From an optimization exercise on the open Yosys and OpenROAD flow, aimed at a short achievable clock period and few clock cycles per item; shortcuts taken in it are not production practice.
No functional check of the RTL was part of any run shown here.
No run shown here takes its clock network from TritonCTS; it comes from the design's own scripts or RTL.
The flow treats the clock pin as an ideal source. Dropping or thinning the clock tree relies on that and would not hold on a real chip.
Power is estimated from default activity; no workload was simulated.

$ cat flow/constraint.sdc
create_clock -name core_clock -period 5.0 [get_ports {clk}]
set_input_delay 1.0000 -clock core_clock [delete_from_list [all_inputs] [get_ports {clk}]]
set_output_delay 1.0000 -clock core_clock [all_outputs]
set_load 0.01 [all_outputs]
$ cat flow/design.v
package bmem_pkg;
    localparam int BEAT_W      = 64;
    localparam int BEATS       = 4;
    localparam int LINE_W      = BEAT_W * BEATS;
    localparam int OFFSET_BITS = 5;
endpackage
module rr_arbiter2 (
    input  logic req_i,
    input  logic req_d,
    input  logic last_d,
    output logic gnt_d,
    output logic any_req
);
    assign gnt_d   = req_d & (~req_i | ~last_d);
    assign any_req = req_i | req_d;
endmodule
module bmem_line_adapter #(
    parameter int ADDR_W = 32,
    parameter int BEAT_W = 64,
    parameter int BEATS  = 4
) (
    input  logic                      clk,
    input  logic                      rst,
    input  logic [ADDR_W-1:0]         i_addr,
    input  logic                      i_read,
    output logic [BEAT_W*BEATS-1:0]   i_rdata,
    output logic                      i_resp,
    input  logic [ADDR_W-1:0]         d_addr,
    input  logic                      d_read,
    input  logic                      d_write,
    input  logic [BEAT_W*BEATS-1:0]   d_wdata,
    output logic [BEAT_W*BEATS-1:0]   d_rdata,
    output logic                      d_resp,
    output logic [ADDR_W-1:0]         bmem_addr,
    output logic                      bmem_read,
    output logic                      bmem_write,
    output logic [BEAT_W-1:0]         bmem_wdata,
    input  logic                      bmem_ready,
    input  logic [ADDR_W-1:0]         bmem_raddr,
    input  logic [BEAT_W-1:0]         bmem_rdata,
    input  logic                      bmem_rvalid
);
    localparam int LINE_W = BEAT_W * BEATS;
    localparam int CNT_W  = $clog2(BEATS);
    localparam int OFS    = bmem_pkg::OFFSET_BITS;
    localparam int LA_W   = ADDR_W - OFS;
    localparam logic [CNT_W-1:0] LAST_BEAT = CNT_W'(BEATS - 1);
    logic               i_rq, d_rq, d_wr_q;
    logic               rreq_q, rwait_q, wr_q;
    logic [CNT_W-1:0]   rcnt_q, wcnt_q;
    logic               cur_d_q, last_d_q, i_taken_q, d_taken_q;
    logic               i_resp_q, d_resp_q;
    logic [LA_W-1:0]    la_q;         
    logic [LA_W-1:0]    rd_la_q;      
    logic [BEAT_W-1:0]  wdata_q;
    logic [BEAT_W-1:0]  rdata_q, top_i_q, top_d_q;
    logic               hit_q;
    logic [CNT_W-1:0]   hidx_q;
    logic [LINE_W-BEAT_W-1:0] asm_i_q, asm_d_q;
    logic               pend_i, pend_d, nxt_d, nxt_valid, nxt_wr;
    assign pend_i = i_rq & ~i_taken_q;
    assign pend_d = d_rq & ~d_taken_q;
    rr_arbiter2 u_arb (
        .req_i   (pend_i),
        .req_d   (pend_d),
        .last_d  (last_d_q),
        .gnt_d   (nxt_d),
        .any_req (nxt_valid)
    );
    assign nxt_wr = nxt_d & d_wr_q;
    localparam int EQ_N = ADDR_W / 8;
    logic [ADDR_W-1:0] rd_addr;
    logic [EQ_N-1:0]   eq_part;
    logic              ev;
    assign rd_addr = {rd_la_q, {OFS{1'b0}}};
    for (genvar g = 0; g < EQ_N; g++) begin : g_eq
        bmem_eq8 u_eq (
            .a  (bmem_raddr[8*g +: 8]),
            .b  (rd_addr[8*g +: 8]),
            .eq (eq_part[g])
        );
    end
    assign ev = bmem_rvalid & (&eq_part);
    localparam int NS_W = 14;
    function automatic logic [NS_W-1:0] ctl_next(
        input logic             reset,
        input logic             rdy,
        input logic             ev,
        input logic             rreq, rwait, wr,
        input logic [CNT_W-1:0] rcnt, wcnt,
        input logic             cur_d, last_d, i_taken, d_taken, i_resp, d_resp,
        input logic             nvalid, nd, nwr
    );
        logic             hit, rd_done, wr_done, start;
        logic             n_rreq, n_wr, n_rwait, n_cur_d, n_last_d, n_i_taken, n_d_taken;
        logic             n_i_resp, n_d_resp;
        logic [CNT_W-1:0] n_rcnt, n_wcnt;
        hit       = rwait & ev;
        rd_done   = hit & (rcnt == LAST_BEAT);
        wr_done   = wr & (wcnt == LAST_BEAT) & rdy;
        start     = nvalid & (~(rreq | rwait | wr) | rd_done | wr_done);
        n_rreq    = (rreq & ~rdy) | (start & ~nwr);
        n_wr      = (wr & ~wr_done) | (start & nwr);
        n_rwait   = (rreq & rdy) | (rwait & ~rd_done);
        n_rcnt    = rwait ? rcnt + CNT_W'(hit) : '0;
        n_wcnt    = wr ? wcnt + CNT_W'(rdy) : '0;
        n_cur_d   = start ? nd : cur_d;
        n_last_d  = start ? nd : last_d;
        n_i_taken = (start & ~nd) | (i_taken & ~i_resp);
        n_d_taken = (start & nd) | (d_taken & ~d_resp);
        n_i_resp  = rd_done & ~cur_d;
        n_d_resp  = (rd_done & cur_d) | wr_done;
        ctl_next = reset ? '0 :
                   {n_rreq, n_wr, n_rwait, n_rcnt, n_wcnt, n_cur_d, n_last_d,
                    n_i_taken, n_d_taken, n_i_resp, n_d_resp, hit};
    endfunction
    logic [NS_W-1:0]  ns_00, ns_01, ns_10, ns_11, ns_0, ns_1, ns;
    assign ns_00 = ctl_next(rst, 1'b0, 1'b0, rreq_q, rwait_q, wr_q, rcnt_q, wcnt_q, cur_d_q,
                            last_d_q, i_taken_q, d_taken_q, i_resp_q, d_resp_q,
                            nxt_valid, nxt_d, nxt_wr);
    assign ns_01 = ctl_next(rst, 1'b0, 1'b1, rreq_q, rwait_q, wr_q, rcnt_q, wcnt_q, cur_d_q,
                            last_d_q, i_taken_q, d_taken_q, i_resp_q, d_resp_q,
                            nxt_valid, nxt_d, nxt_wr);
    assign ns_10 = ctl_next(rst, 1'b1, 1'b0, rreq_q, rwait_q, wr_q, rcnt_q, wcnt_q, cur_d_q,
                            last_d_q, i_taken_q, d_taken_q, i_resp_q, d_resp_q,
                            nxt_valid, nxt_d, nxt_wr);
    assign ns_11 = ctl_next(rst, 1'b1, 1'b1, rreq_q, rwait_q, wr_q, rcnt_q, wcnt_q, cur_d_q,
                            last_d_q, i_taken_q, d_taken_q, i_resp_q, d_resp_q,
                            nxt_valid, nxt_d, nxt_wr);
    bmem_mux2 #(.W(NS_W)) u_ns_0 (.s(bmem_ready), .a(ns_00), .b(ns_10), .y(ns_0));
    bmem_mux2 #(.W(NS_W)) u_ns_1 (.s(bmem_ready), .a(ns_01), .b(ns_11), .y(ns_1));
    bmem_mux2 #(.W(NS_W)) u_ns   (.s(ev),         .a(ns_0),  .b(ns_1),  .y(ns));
    logic bmem_read_o, bmem_write_o, i_resp_o, d_resp_o;
    always_ff @(posedge clk) begin
        if (rst) begin
            i_rq   <= 1'b0;
            d_rq   <= 1'b0;
            d_wr_q <= 1'b0;
            hidx_q <= '0;
        end else begin
            i_rq   <= i_read & ~i_resp_q;
            d_rq   <= (d_read | d_write) & ~d_resp_q;
            d_wr_q <= d_write;
            hidx_q <= rcnt_q;
        end
        {rreq_q, wr_q, rwait_q, rcnt_q, wcnt_q, cur_d_q, last_d_q,
         i_taken_q, d_taken_q, i_resp_q, d_resp_q, hit_q} <= ns;
    end
    always_ff @(posedge clk or posedge rst) begin
        if (rst) begin
            bmem_read_o  <= 1'b0;
            bmem_write_o <= 1'b0;
            i_resp_o     <= 1'b0;
            d_resp_o     <= 1'b0;
        end else begin
            bmem_read_o  <= ns[NS_W-1];
            bmem_write_o <= ns[NS_W-2];
            i_resp_o     <= ns[2];
            d_resp_o     <= ns[1];
        end
    end
    logic [LA_W-1:0]    ia, da, cur_la, nxt_la, la_rdy, la_nrdy, la_d;
    logic [CNT_W-1:0]   wsel_rdy, wsel_nrdy;
    logic [BEAT_W-1:0]  wd_rdy, wd_nrdy, wd_d;
    assign ia     = i_addr[ADDR_W-1:OFS];
    assign da     = d_addr[ADDR_W-1:OFS];
    assign cur_la = cur_d_q ? da : ia;
    assign nxt_la = nxt_d ? da : ia;
    always_comb begin
        if (rreq_q) begin
            la_rdy  = cur_la;
            la_nrdy = cur_la;
        end else if (wr_q) begin
            la_rdy  = (wcnt_q == LAST_BEAT) ? nxt_la : cur_la;
            la_nrdy = cur_la;
        end else begin
            la_rdy  = nxt_la;
            la_nrdy = nxt_la;
        end
    end
    bmem_mux2 #(.W(LA_W)) u_la (.s(bmem_ready), .a(la_nrdy), .b(la_rdy), .y(la_d));
    assign wsel_nrdy = wr_q ? wcnt_q : '0;
    assign wsel_rdy  = wr_q ? CNT_W'(wcnt_q + 1'b1) : '0;
    assign wd_nrdy   = d_wdata[wsel_nrdy*BEAT_W +: BEAT_W];
    assign wd_rdy    = d_wdata[wsel_rdy*BEAT_W +: BEAT_W];
    bmem_mux2 #(.W(BEAT_W)) u_wd (.s(bmem_ready), .a(wd_nrdy), .b(wd_rdy), .y(wd_d));
    always_ff @(posedge clk) begin
        la_q    <= la_d;
        rd_la_q <= cur_la;
        wdata_q <= wd_d;
        rdata_q <= bmem_rdata;
        top_i_q <= rwait_q ? bmem_rdata : rdata_q;
        top_d_q <= rwait_q ? bmem_rdata : top_i_q;
        for (int k = 0; k < BEATS-1; k++) begin
            if (hit_q && hidx_q == CNT_W'(k)) begin
                asm_i_q[k*BEAT_W +: BEAT_W] <= rdata_q;
                asm_d_q[k*BEAT_W +: BEAT_W] <= rdata_q;
            end else begin
                asm_i_q[k*BEAT_W +: BEAT_W] <= asm_d_q[k*BEAT_W +: BEAT_W];
                asm_d_q[k*BEAT_W +: BEAT_W] <= asm_i_q[k*BEAT_W +: BEAT_W];
            end
        end
    end
    assign bmem_addr  = {la_q, {OFS{1'b0}}};
    assign bmem_read  = bmem_read_o;
    assign bmem_write = bmem_write_o;
    assign bmem_wdata = wdata_q;
    assign i_resp     = i_resp_o;
    assign d_resp     = d_resp_o;
    assign i_rdata    = {top_i_q, asm_i_q};
    assign d_rdata    = {top_d_q, asm_d_q};
endmodule
module bmem_eq8 (
    input  logic [7:0] a,
    input  logic [7:0] b,
    output logic       eq
);
    assign eq = (a == b);
endmodule
module bmem_mux2 #(
    parameter int W = 1
) (
    input  logic         s,
    input  logic [W-1:0] a,
    input  logic [W-1:0] b,
    output logic [W-1:0] y
);
    assign y = s ? b : a;
endmodule
$ cat flow/flow/clock_tree.tcl
# Sourced by ORFS's cts.tcl before its clock tree step (PRE_CTS_TCL). It
# replaces clock_tree_synthesis with a two-level tree of clkbuf_16 cells
# built here: the clock port drives 4 root buffers, each root drives the
# leaf buffers of one quarter of the flip-flops, and each leaf buffer drives
# a compact cluster of at most LEAF_MAX flip-flops. Every flip-flop is behind
# exactly two buffers, so the tree is balanced by construction; the rest of
# cts.tcl (legalisation, timing repair) runs unchanged.

proc my_tree_split {pts max} {
  # pts: list of {x y iterm}. Cut along the longer side into
  # ceil(n / max) parts of near-equal size, by recursive cuts in proportion
  # to the number of parts on each side. Returns a list of parts.
  set n [llength $pts]
  set parts [expr {($n + $max - 1) / $max}]
  if {$parts <= 1} { return [list $pts] }
  set xs [lsort -integer [lmap p $pts {lindex $p 0}]]
  set ys [lsort -integer [lmap p $pts {lindex $p 1}]]
  set w [expr {[lindex $xs end] - [lindex $xs 0]}]
  set h [expr {[lindex $ys end] - [lindex $ys 0]}]
  set k [expr {$w >= $h ? 0 : 1}]
  set s [lsort -integer -index $k $pts]
  set p1 [expr {$parts / 2}]
  set cut [expr {($n * $p1 + $parts / 2) / $parts}]
  set m1 [expr {($cut + $p1 - 1) / $p1}]
  set m2 [expr {($n - $cut + ($parts - $p1) - 1) / ($parts - $p1)}]
  return [concat [my_tree_split [lrange $s 0 [expr {$cut - 1}]] $m1] \
                 [my_tree_split [lrange $s $cut end] $m2]]
}

proc my_tree_centroid {pts} {
  set sx 0; set sy 0
  foreach p $pts { set sx [expr {$sx + [lindex $p 0]}]; set sy [expr {$sy + [lindex $p 1]}] }
  set n [llength $pts]
  return [list [expr {$sx / $n}] [expr {$sy / $n}]]
}

proc my_tree_buffer {block master name xy} {
  set inst [odb::dbInst_create $block $master $name]
  set w [[$inst getMaster] getWidth]
  set h [[$inst getMaster] getHeight]
  $inst setLocation [expr {[lindex $xy 0] - $w / 2}] [expr {[lindex $xy 1] - $h / 2}]
  $inst setPlacementStatus PLACED
  return $inst
}

proc my_tree_net {block name} {
  set net [odb::dbNet_create $block $name]
  $net setSigType CLOCK
  return $net
}

catch {rename clock_tree_synthesis my_orig_clock_tree_synthesis}
proc clock_tree_synthesis {args} {
  set leaf_max 12
  if {[info exists ::env(FLOW_LEAF_MAX)]} { set leaf_max $::env(FLOW_LEAF_MAX) }
  set block [ord::get_db_block]
  set master [[ord::get_db] findMaster sky130_fd_sc_hd__clkbuf_16]
  set clk [$block findNet clk]
  set sinks {}
  foreach it [$clk getITerms] {
    set xy [$it getAvgXY]
    if {[lindex $xy 0] == 0} {
      set loc [[$it getInst] getLocation]
      set xy [list 1 [lindex $loc 0] [lindex $loc 1]]
    }
    lappend sinks [list [lindex $xy 1] [lindex $xy 2] $it]
  }
  puts "bench clock tree: [llength $sinks] sinks on clk"
  # four quarters of equal size, then clusters inside each
  set quarters [my_tree_split $sinks [expr {([llength $sinks] + 3) / 4}]]
  if {[llength $quarters] != 4} { error "expected 4 quarters, got [llength $quarters]" }
  set q 0
  set nleaf 0
  foreach quarter $quarters {
    set clusters [my_tree_split $quarter $leaf_max]
    set leaf_xy {}
    set rnet [my_tree_net $block "clknet_root_$q"]
    foreach cl $clusters {
      set xy [my_tree_centroid $cl]
      lappend leaf_xy $xy
      set leaf [my_tree_buffer $block $master "clkbuf_leaf_${q}_$nleaf" $xy]
      set lnet [my_tree_net $block "clknet_leaf_${q}_$nleaf"]
      foreach p $cl {
        set it [lindex $p 2]
        $it disconnect
        $it connect $lnet
      }
      [$leaf findITerm X] connect $lnet
      [$leaf findITerm A] connect $rnet
      incr nleaf
    }
    set root [my_tree_buffer $block $master "clkbuf_root_$q" [my_tree_centroid $leaf_xy]]
    [$root findITerm X] connect $rnet
    [$root findITerm A] connect $clk
    puts "bench clock tree: root $q drives [llength $clusters] leaf buffers"
    incr q
  }
  puts "bench clock tree: $nleaf leaf buffers"
  set_propagated_clock [all_clocks]
}
$ cat flow/config.mk
export PLATFORM = sky130hd
export DESIGN_NAME = bmem_line_adapter
export DESIGN_NICKNAME = bmem_line_adapter
export VERILOG_FILES = /design/flow/design.v
export SDC_FILE = /design/flow/constraint.sdc
export NUM_CORES = 4
export LEC_CHECK = 0
export CAP_MARGIN = 20
export CORE_AREA = 5 5 355 355
export DIE_AREA = 0 0 360 360
export SETUP_SLACK_MARGIN = 3.5
export SLEW_MARGIN = 20
export SYNTH_HIERARCHICAL = 1
export SYNTH_MINIMUM_KEEP_SIZE = 0
$ cat flow/flow/run.sh
#!/bin/bash
# Standard ORFS layout, except that the clock tree is built by
# flow/clock_tree.tcl (two buffer levels) in place of TritonCTS.
set -euo pipefail
here=$(pwd)
FLOW_LEAF_MAX=16 bash standard.sh finish "PRE_CTS_TCL=$here/flow/clock_tree.tcl" > standard.log 2>&1
$ cat flow/standard.sh
#!/bin/bash
# synth_recipe.tcl (not shown) runs the flow's synth.tcl, then flattens the netlist and writes it again
# the make line also repeats each setting of config.mk as NAME=value (left out here)
make -C /OpenROAD-flow-scripts/flow DESIGN_CONFIG=/design/flow/config.mk WORK_HOME=/design/flow/orfs CLKGATE_MAP_FILE= SYNTH_SCRIPT=/design/flow/synth_recipe.tcl "${@:-finish}"
==> results of run 1 <==
-- worst paths after layout --
path	startpoint	endpoint	slack, ns	cells past startpoint
setup / recovery	bmem_raddr[15]	cur_d_q	2.91	9
hold / removal	d_resp_q	d_rq	0.42	1
setup reg to reg	i_rq	bmem_write_o	2.93	7
hold reg to reg	d_resp_q	d_rq	0.42	1
max in group asynchronous	rst	bmem_read_o	4.19	2
min in group asynchronous	rst	d_resp_o	0.60	2
-- synthesized netlist by cell type, drive strengths merged --
master and number:
o22ai 5, nand3b 2, dfrtp 4, nand2 1291
nor3 7, or4b 1, dfxtp 713, nor3b 2
mux2 160, or3b 1, a211oi 129, o211ai 1
conb 1, nor4b 1, nand2b 3, or2b 2
and3 2, and4 1, ha 1, and2 4
nor2 46, nor2b 137, mux2i 27, o31ai 1
a21oi 93, a31oi 128, a21boi 1, a21o 1
nand4 11, o21a 2, or2 4, buf 118
and3b 2, a21bo 2, o21ai 133, xnor2 33
clkbuf 100, nand3 4, inv 134
-- metal layers --
layer / part of all wire (%) / vias to the layer above / global-route usage (%)
met1: 36 / 13900 / 24.2
li1: - / 13173 / -
met3: 8.4 / 390 / 7.09
met4: 4.7 / 30 / 8.53
met2: 51 / 1316 / 39.5
met5: 0.11 / - / 0
-- metrics by stage --
| step | setup slack, ns | cells | area (um2) | utilization, % | hold slack [ns] |
|---|---|---|---|---|---|
| after floorplan | 2.82 | 3322 | 28300 | - | 0.388 |
| after global placement | 1.63 | 5769 | 39700 | 32.6 | 0.422 |
| after detailed placement | 1.61 | 5769 | 39700 | 32.6 | 0.402 |
| after CTS | 2.88 | 6017 | 46900 | 38.5 | 0.426 |
| after global routing | 2.88 | 6149 | 51200 | 42.1 | 0.428 |
| final | 2.91 | 6166 | 51200 | 42.1 | 0.415 |
-- sequential cells by signal, indices dropped and copies added, names as in the netlist, 2 cells and up --
| register | flops |
|---|---|
| asm_d_q | 192 |
| asm_i_q | 192 |
| rdata_q | 64 |
| top_d_q | 64 |
| top_i_q | 64 |
| wdata_q | 64 |
| la_q | 27 |
| rd_la_q | 27 |
| hidx_q | 2 |
| rcnt_q | 2 |
| wcnt_q | 2 |
-- cell type report --
cell class	count	area, um2	share of cell area (%)
Buffer	52	1300	2.54
Sequential cell	717	15200	29.6
Tap cell	1625	2030	3.97
Multi-Input combinational cell	2267	15900	31.0
Timing Repair Buffer	1337	16200	31.7
Antenna cell	34	85.1	0.166
Inverter	134	505	0.987
-- cell families after synthesis --
family / after synthesis / synth area share (%)
and+or+nand+nor: 1521 / 22.2
muxes: 187 / 8.50
AOI/OAI and AO/OA: 496 / 10.8
adders and majority gates: 1 / 0.0448
xor gates and xnor gates: 33 / 1.04
other: 1 / 0.0134
DFF: 717 / 51.5
buffers and inverters: 352 / 5.96
-- worst register-to-register path: cells and delay by family, from the launching register on --
family | cells | cell delay (ns)
muxes | 2 | 0.55
and+or+nand+nor | 4 | 0.97
DFF | 1 | 0.30
AOI/OAI and AO/OA | 1 | 0.14
-- per-module statistics from Yosys, one instance, submodules excluded, a selection --
module             flip-flops and latches  cells  times used  cell area [um2]
bmem_eq8                                0     11           4             86.3
rr_arbiter2                             0      2           1             13.8
bmem_line_adapter                     717   3116           1            25500
-- report_power, final --
part / total [mW] / leakage, nW / internal, mW / switching [mW]
registers: 6.56 / 6.13 / 6.20 / 0.356
clock network: 3.83 / 0.641 / 1.83 / 2.00
logic: 3.05 / 16.7 / 1.68 / 1.37
total: 13.4 / 23.5 / 9.71 / 3.72
-- timing repair --
item | CTS | global route
buffers inserted | 117 | 81
gates resized for setup | 4459 | 707
hold endpoints to repair | 0 | 0
pin swaps | 293 | 286
endpoints found under the setup margin | 1146 | 1074
cloned | 79 | 34
==> impl_metrics.tcl, run 1 <==
set metrics [dict create \
    maxCapViolations 0 \
    finalNetCount 4933 \
    final_common_cell "nand2_1" \
    slew_viol_final 0 \
    critPathCaptureType "register" \
    worstPathCellList "buf_8, xnor2_4, nand4_1, nor2_4, nand3_2, nor2_4, buf_12, buf_12, mux2_4" \
    wl_per_cell_um 26.8 \
    syn_inst 3308 \
    die_h_um 360 \
    clkTransAtPathRegs_ns 0.09 \
    gp_congestion 0.864 \
    nFillCells 11456 \
    synth_top_area_cell "dfxtp_1" \
    slowest_delay_ns 0.28 \
    drt_pre_antenna_iters 5 \
    grt_pass1_wl_mm 211 \
    yosysUniqueCellTypes 49 \
    portBuffers 1019 \
    grt_max_degree 100 \
    start_util_pct 22.9 \
    fmax_ghz 0.477 \
    dieWidth_um 360 \
    grt-ovfl-total 0 \
    fin_skew_ns 0.0593 \
    yosys-top-cells-area "dfxtp_1 (51%), nand2_1 (17%), mux2_4 (4.3%)" \
    finalSetupTns_ns 0 \
    power_mw 13.4 \
    ioPinCount 1035 \
    drc 0 \
    ctsHoldBuffers 0 \
    die-area_um2 130000 \
    area_growth_pct 83.5 \
    hold_viol_final 0 \
    post-route-period-util_pct 41.9 \
    coreArea_um2 122000 \
    grt_pass1_vias 27630 \
    rsz0062_at_grt "true" \
    syn_avg_cell_area_um2 8.44 \
    cp-start-kind "input pin" \
    grt_usage_pct 22.0 \
    detail_route.iter0.violations 2147 \
    path_buf_inv 3 \
    synth_seq_area_share_pct 51.5 \
    crit_slowest_cell "mux2_4" \
    final_cell_mix "nand2_1 (934), buf_6 (613), dfxtp_2 (568)" \
    hold_path.class "register to register" \
    num_vias 28809 \
    detail_route.vias_per_cell 4.67 \
    place_hpwl_mm 97.2 \
    antenna_found_initial 66 \
    synth_seq_cells 717 \
    tightest_slew_ns 0.637 \
    cp.arrival_ns 2.44 \
    power_leakage_nw 23.5 \
    status "finished clean" \
    critPathMaxFanout 7 \
    cp_top_family "simple AND/OR/NAND/NOR gates" \
    critPathKind "input pin to register" \
    rows 128 \
    peakVddDrop_uv 249 \
    routed_wirelength_mm 165 \
    syn_area_um2 27900 \
    synth_warnings 7 \
    crit_required_ns 5.35 \
    synth_top_area_share_pct 51.1 \
    max_slew_margin_pct 57.5 \
    final.min_clock_period_ns 2.09 \
    p_per_area_nw_per_um2 262 \
    clkLatencyLatePin_ns 0.46 \
    setup_viol 0 \
    detail-route-antenna-nets 0 \
    drive_above_1_share_pct 53.1 \
]
==> run 2: changes to the inputs <==
--- a/flow/design.v
+++ b/flow/design.v
@@ -83,7 +83,6 @@
     assign ev = bmem_rvalid & (&eq_part);
     localparam int NS_W = 14;
     function automatic logic [NS_W-1:0] ctl_next(
-        input logic             reset,
         input logic             rdy,
         input logic             ev,
         input logic             rreq, rwait, wr,
@@ -110,55 +109,49 @@
         n_d_taken = (start & nd) | (d_taken & ~d_resp);
         n_i_resp  = rd_done & ~cur_d;
         n_d_resp  = (rd_done & cur_d) | wr_done;
-        ctl_next = reset ? '0 :
-                   {n_rreq, n_wr, n_rwait, n_rcnt, n_wcnt, n_cur_d, n_last_d,
+        ctl_next = {n_rreq, n_wr, n_rwait, n_rcnt, n_wcnt, n_cur_d, n_last_d,
                     n_i_taken, n_d_taken, n_i_resp, n_d_resp, hit};
     endfunction
-    logic [NS_W-1:0]  ns_00, ns_01, ns_10, ns_11, ns_0, ns_1, ns;
-    assign ns_00 = ctl_next(rst, 1'b0, 1'b0, rreq_q, rwait_q, wr_q, rcnt_q, wcnt_q, cur_d_q,
-                            last_d_q, i_taken_q, d_taken_q, i_resp_q, d_resp_q,
-                            nxt_valid, nxt_d, nxt_wr);
-    assign ns_01 = ctl_next(rst, 1'b0, 1'b1, rreq_q, rwait_q, wr_q, rcnt_q, wcnt_q, cur_d_q,
-                            last_d_q, i_taken_q, d_taken_q, i_resp_q, d_resp_q,
-                            nxt_valid, nxt_d, nxt_wr);
-    assign ns_10 = ctl_next(rst, 1'b1, 1'b0, rreq_q, rwait_q, wr_q, rcnt_q, wcnt_q, cur_d_q,
-                            last_d_q, i_taken_q, d_taken_q, i_resp_q, d_resp_q,
-                            nxt_valid, nxt_d, nxt_wr);
-    assign ns_11 = ctl_next(rst, 1'b1, 1'b1, rreq_q, rwait_q, wr_q, rcnt_q, wcnt_q, cur_d_q,
-                            last_d_q, i_taken_q, d_taken_q, i_resp_q, d_resp_q,
-                            nxt_valid, nxt_d, nxt_wr);
-    bmem_mux2 #(.W(NS_W)) u_ns_0 (.s(bmem_ready), .a(ns_00), .b(ns_10), .y(ns_0));
-    bmem_mux2 #(.W(NS_W)) u_ns_1 (.s(bmem_ready), .a(ns_01), .b(ns_11), .y(ns_1));
-    bmem_mux2 #(.W(NS_W)) u_ns   (.s(ev),         .a(ns_0),  .b(ns_1),  .y(ns));
+    logic [NS_W-1:0]  ns_00, ns_01, ns_10, ns_11, ns, st_n;
+    assign ns_00 = ctl_next(1'b0, 1'b0, rreq_q, rwait_q, wr_q, rcnt_q, wcnt_q, cur_d_q,
+                            last_d_q, i_taken_q, d_taken_q, i_resp_q, d_resp_q,
+                            nxt_valid, nxt_d, nxt_wr);
+    assign ns_01 = ctl_next(1'b0, 1'b1, rreq_q, rwait_q, wr_q, rcnt_q, wcnt_q, cur_d_q,
+                            last_d_q, i_taken_q, d_taken_q, i_resp_q, d_resp_q,
+                            nxt_valid, nxt_d, nxt_wr);
+    assign ns_10 = ctl_next(1'b1, 1'b0, rreq_q, rwait_q, wr_q, rcnt_q, wcnt_q, cur_d_q,
+                            last_d_q, i_taken_q, d_taken_q, i_resp_q, d_resp_q,
+                            nxt_valid, nxt_d, nxt_wr);
+    assign ns_11 = ctl_next(1'b1, 1'b1, rreq_q, rwait_q, wr_q, rcnt_q, wcnt_q, cur_d_q,
+                            last_d_q, i_taken_q, d_taken_q, i_resp_q, d_resp_q,
+                            nxt_valid, nxt_d, nxt_wr);
+    assign ns = ev ? (bmem_ready ? ns_11 : ns_01) : (bmem_ready ? ns_10 : ns_00);
     logic bmem_read_o, bmem_write_o, i_resp_o, d_resp_o;
-    always_ff @(posedge clk) begin
-        if (rst) begin
-            i_rq   <= 1'b0;
-            d_rq   <= 1'b0;
-            d_wr_q <= 1'b0;
-            hidx_q <= '0;
-        end else begin
-            i_rq   <= i_read & ~i_resp_q;
-            d_rq   <= (d_read | d_write) & ~d_resp_q;
-            d_wr_q <= d_write;
-            hidx_q <= rcnt_q;
-        end
-        {rreq_q, wr_q, rwait_q, rcnt_q, wcnt_q, cur_d_q, last_d_q,
-         i_taken_q, d_taken_q, i_resp_q, d_resp_q, hit_q} <= ns;
-    end
     always_ff @(posedge clk or posedge rst) begin
         if (rst) begin
+            i_rq         <= 1'b0;
+            d_rq         <= 1'b0;
+            d_wr_q       <= 1'b0;
+            hidx_q       <= '0;
+            st_n         <= '1;
             bmem_read_o  <= 1'b0;
             bmem_write_o <= 1'b0;
             i_resp_o     <= 1'b0;
             d_resp_o     <= 1'b0;
         end else begin
+            i_rq         <= i_read & ~i_resp_q;
+            d_rq         <= (d_read | d_write) & ~d_resp_q;
+            d_wr_q       <= d_write;
+            hidx_q       <= rcnt_q;
+            st_n         <= ~ns;
             bmem_read_o  <= ns[NS_W-1];
             bmem_write_o <= ns[NS_W-2];
             i_resp_o     <= ns[2];
             d_resp_o     <= ns[1];
         end
     end
+    assign {rreq_q, wr_q, rwait_q, rcnt_q, wcnt_q, cur_d_q, last_d_q,
+            i_taken_q, d_taken_q, i_resp_q, d_resp_q, hit_q} = ~st_n;
     logic [LA_W-1:0]    ia, da, cur_la, nxt_la, la_rdy, la_nrdy, la_d;
     logic [CNT_W-1:0]   wsel_rdy, wsel_nrdy;
     logic [BEAT_W-1:0]  wd_rdy, wd_nrdy, wd_d;
==> run 2 against run 1 <==
  * Still clean on timing, DRC and antenna
  * Clock power grew 1%
  * Utilization barely moved
  * Area after synthesis fell by 2.2%
  * Sequential power down 7.0%
  * Wire length is 3.9% higher
  * Clock skew decreased by 0.012 ns
  * Critical path type is now register to register
==> impl_metrics.tcl, run 2 <==
set metrics [dict create \
    status "finished clean" \
    ioPinCount 1035 \
    yosysUniqueCellTypes 43 \
    syn_avg_cell_area_um2 8.52 \
    maxCapViolations 0 \
    start_util_pct 22.4 \
    hold_path.class "register to register" \
    max_slew_margin_pct 50.9 \
    detail-route-antenna-nets 0 \
    worstHoldStart "asm_d_q[80]" \
    reg2reg_from "st_n[7]" \
    clkTransAtPathRegs_ns 0.08 \
    holdPathEnd "asm_i_q[80]" \
    slew_viol_final 0 \
    post-route-util_pct 42.1 \
    syn_area_um2 27300 \
    routed_wirelength_mm 172 \
    cp.arrival_ns 2.53 \
    wl_per_cell_um 28.2 \
    rr_worst_depth 7 \
    synth_warnings 7 \
    critPathMaxFanout 13 \
    yosysMostFrequentCell "nand2_1" \
    final_cell_mix "nand2_1 (846), buf_6 (632), dfxtp_2 (551)" \
    grt_max_degree 109 \
    syn_inst 3205 \
    crit_required_ns 5.39 \
    r2r_slack_ns 2.86 \
    synth_seq_area_share_pct 53.0 \
    holdWs_ns 0.443 \
    drt_pre_antenna_iters 9 \
    ctsHoldBuffers 0 \
    grt_pass1_vias 26854 \
    final.min_clock_period_ns 2.14 \
    placed_area_um2 39200 \
    clkLatencyLatePin_ns 0.44 \
    portBuffers 1019 \
    rows 128 \
    grt-ovfl-total 0 \
    async_reset_ff_share_pct 3.07 \
    synth_edf_count 0 \
    rsz0062_at_grt "true" \
    holdPathStages 2 \
    p_per_area_nw_per_um2 223 \
    power_leakage_nw 23.6 \
    finalSetupTns_ns 0 \
    dieWidth_um 360 \
    fmax_ghz 0.467 \
    fin_skew_ns 0.0475 \
    drc 0 \
    coreArea_um2 122000 \
    synth-main-ff-cell "dfxtp_1" \
    grt_usage_pct 22.5 \
    die-area_um2 130000 \
    synth_top_area_cell "dfxtp_1" \
    cp-start-kind "register" \
    synth_seq_cells 716 \
    grt_pass1_wl_mm 212 \
    finalNetCount 4872 \
    antenna_found_initial 46 \
    critPathKind "register to register" \
    top_regs "asm_d_q x192, asm_i_q x192" \
    r2r_end "wdata_q[51]" \
    yosys-top-cells-area "dfxtp_1 (51%), nand2_1 (20%), mux2_4 (4.4%)" \
    gp_congestion 0.876 \
    area_growth_pct 87.9 \
    detail_route.vias_per_cell 4.70 \
    place_hpwl_mm 103 \
    design_area_um2 51300 \
    post-route-period-util_pct 42.9 \
    detail_route.iter0.violations 2209 \
    setup_ws_ns 2.86 \
    hold_viol_final 0 \
    place_ws_ns 1.64 \
    setup_viol 0 \
    drive_above_1_share_pct 58.5 \
    tightest_slew_ns 0.735 \
    yosys-top-cells-count "nand2_1 (1478), dfxtp_1 (694), a31oi_1 (129)" \
    critPathCaptureType "register" \
    die_h_um 360 \
    final_common_cell "nand2_1" \
    synth_top_area_share_pct 50.9 \
    num_vias 28641 \
    peakVddDrop_uv 263 \
]
-- run 2: cell count changes after synthesis, moves of 35 or more --
cell	delta
o21ai_0	-133
buf_2	+41
inv_1	-121
and2_1	+67
clkbuf_1	-64
mux2_2	-35
nor2b_1	-73
nand2_1	+187
nand2b_1	+66
-- run 2: where the power goes --
part / internal (mW) / switching, mW / total [mW]
combinational: 0.901 / 0.565 / 1.47
clock: 1.83 / 2.04 / 3.87
sequential: 5.90 / 0.200 / 6.10
total: 8.63 / 2.80 / 11.4
-- run 2: cells by family (layout without fill, tap and decap cells) --
kind of cell	after synthesis	count (layout)	share of synthesized area [%]
mux	147	147	7.03
buf+inv	214	1417	4.46
xor+xnor	34	34	1.09
compound gates	324	324	7.86
other cells	1	31	0.0137
simple gates	1768	1797	26.5
fa+ha+maj	1	1	0.0458
flops	716	716	53.0
-- run 2: area by class of cell --
type                       count  area (um2)
antenna                       21        52.6
inverter                      12        67.6
sequential                   716       15300
multi-input combinational   2313       16400
timing repair inverter         1        8.76
tap                         1625        2030
buffer                        52        1300
timing repair buffer        1352       16200
fill                       11432       70400
-- run 2: metrics by stage --
stage                     cells  power (mW)
after global placement     5680        7.38
final                      6092        11.4
after CTS                  5941        11.4
after global routing       6086        11.8
after floorplan            3214        6.59
after detailed placement   5680        7.39
-- run 2: worst max-delay path by stage --
stage	endpoint	depth (start not counted)	from
after floorplan	st_n[10]	7	bmem_raddr[14]
after global placement	wdata_q[53]	7	st_n[7]
after detailed placement	wdata_q[53]	7	st_n[7]
after CTS	wdata_q[24]	8	st_n[7]
after global routing	wdata_q[30]	8	st_n[7]
final	wdata_q[51]	7	st_n[7]
-- run 2: metal layers --
layer	vias up	GRT usage, %	share of wire [%]
met5	-	0	0.12
met4	28	7.61	4.8
met3	358	7.48	9.4
met2	1461	40.3	50
met1	13950	25.0	35
li1	12844	-	-
-- run 2: worst max-delay path: stages, from the launching register on --
cell and delay (ns):
dfstp_4 0.71, buf_12 0.16, buf_12 0.13, or2_4 0.31
clkbuf_16 0.28, nand2_1 0.08, a31oi_1 0.21, mux2_4 0.18
-- run 2: what timing repair did --
| action | 4_1_cts | 5_1_grt |
|---|---|---|
| buffers inserted | 146 | 83 |
| endpoints found under the setup margin | 1272 | 1138 |
| gates resized for setup | 4679 | 800 |
| pin swaps | 314 | 353 |
| endpoints found under the hold margin | 0 | 0 |
| gates cloned | 63 | 47 |
-- run 2: modules after synthesis (local to each module, per instance), excerpt --
module / times used / flip-flops and latches
bmem_eq8: 4 / 0
rr_arbiter2: 1 / 0
bmem_line_adapter: 1 / 716

## what the ideal ports hide
In the flow no input, the clock included, has a driving cell. The finished layouts below were timed again as built, in two steps.
Step 1, drivers: a clkbuf_16 drives clk and a buf_2 each remaining input, both assumed.
Step 2 times the ports against the registers' clock, not the clock port: input delays grow and output delays shrink by t, the midpoint of the rising clock arrivals with the driver on.
Three values: ideal, step 1, step 2; two values: the first two.
run	t, ns	setup slack, ns	worst hold slack (ns)	worst setup path at the end	latest minus earliest clock arrival (ns)
run 1	0.601	2.905 / 2.791 / 2.425	0.415 / 0.415 / 0.415	input to register	0.071 / 0.071
run 2	0.579	2.857 / 2.812 / 2.489	0.443 / 0.443 / 0.443	input to register	0.059 / 0.059
After both steps every run listed still meets setup and hold. The setup slack of run 1, which loses most, moves by -0.114 ns with the drivers and by -0.480 ns with both steps.
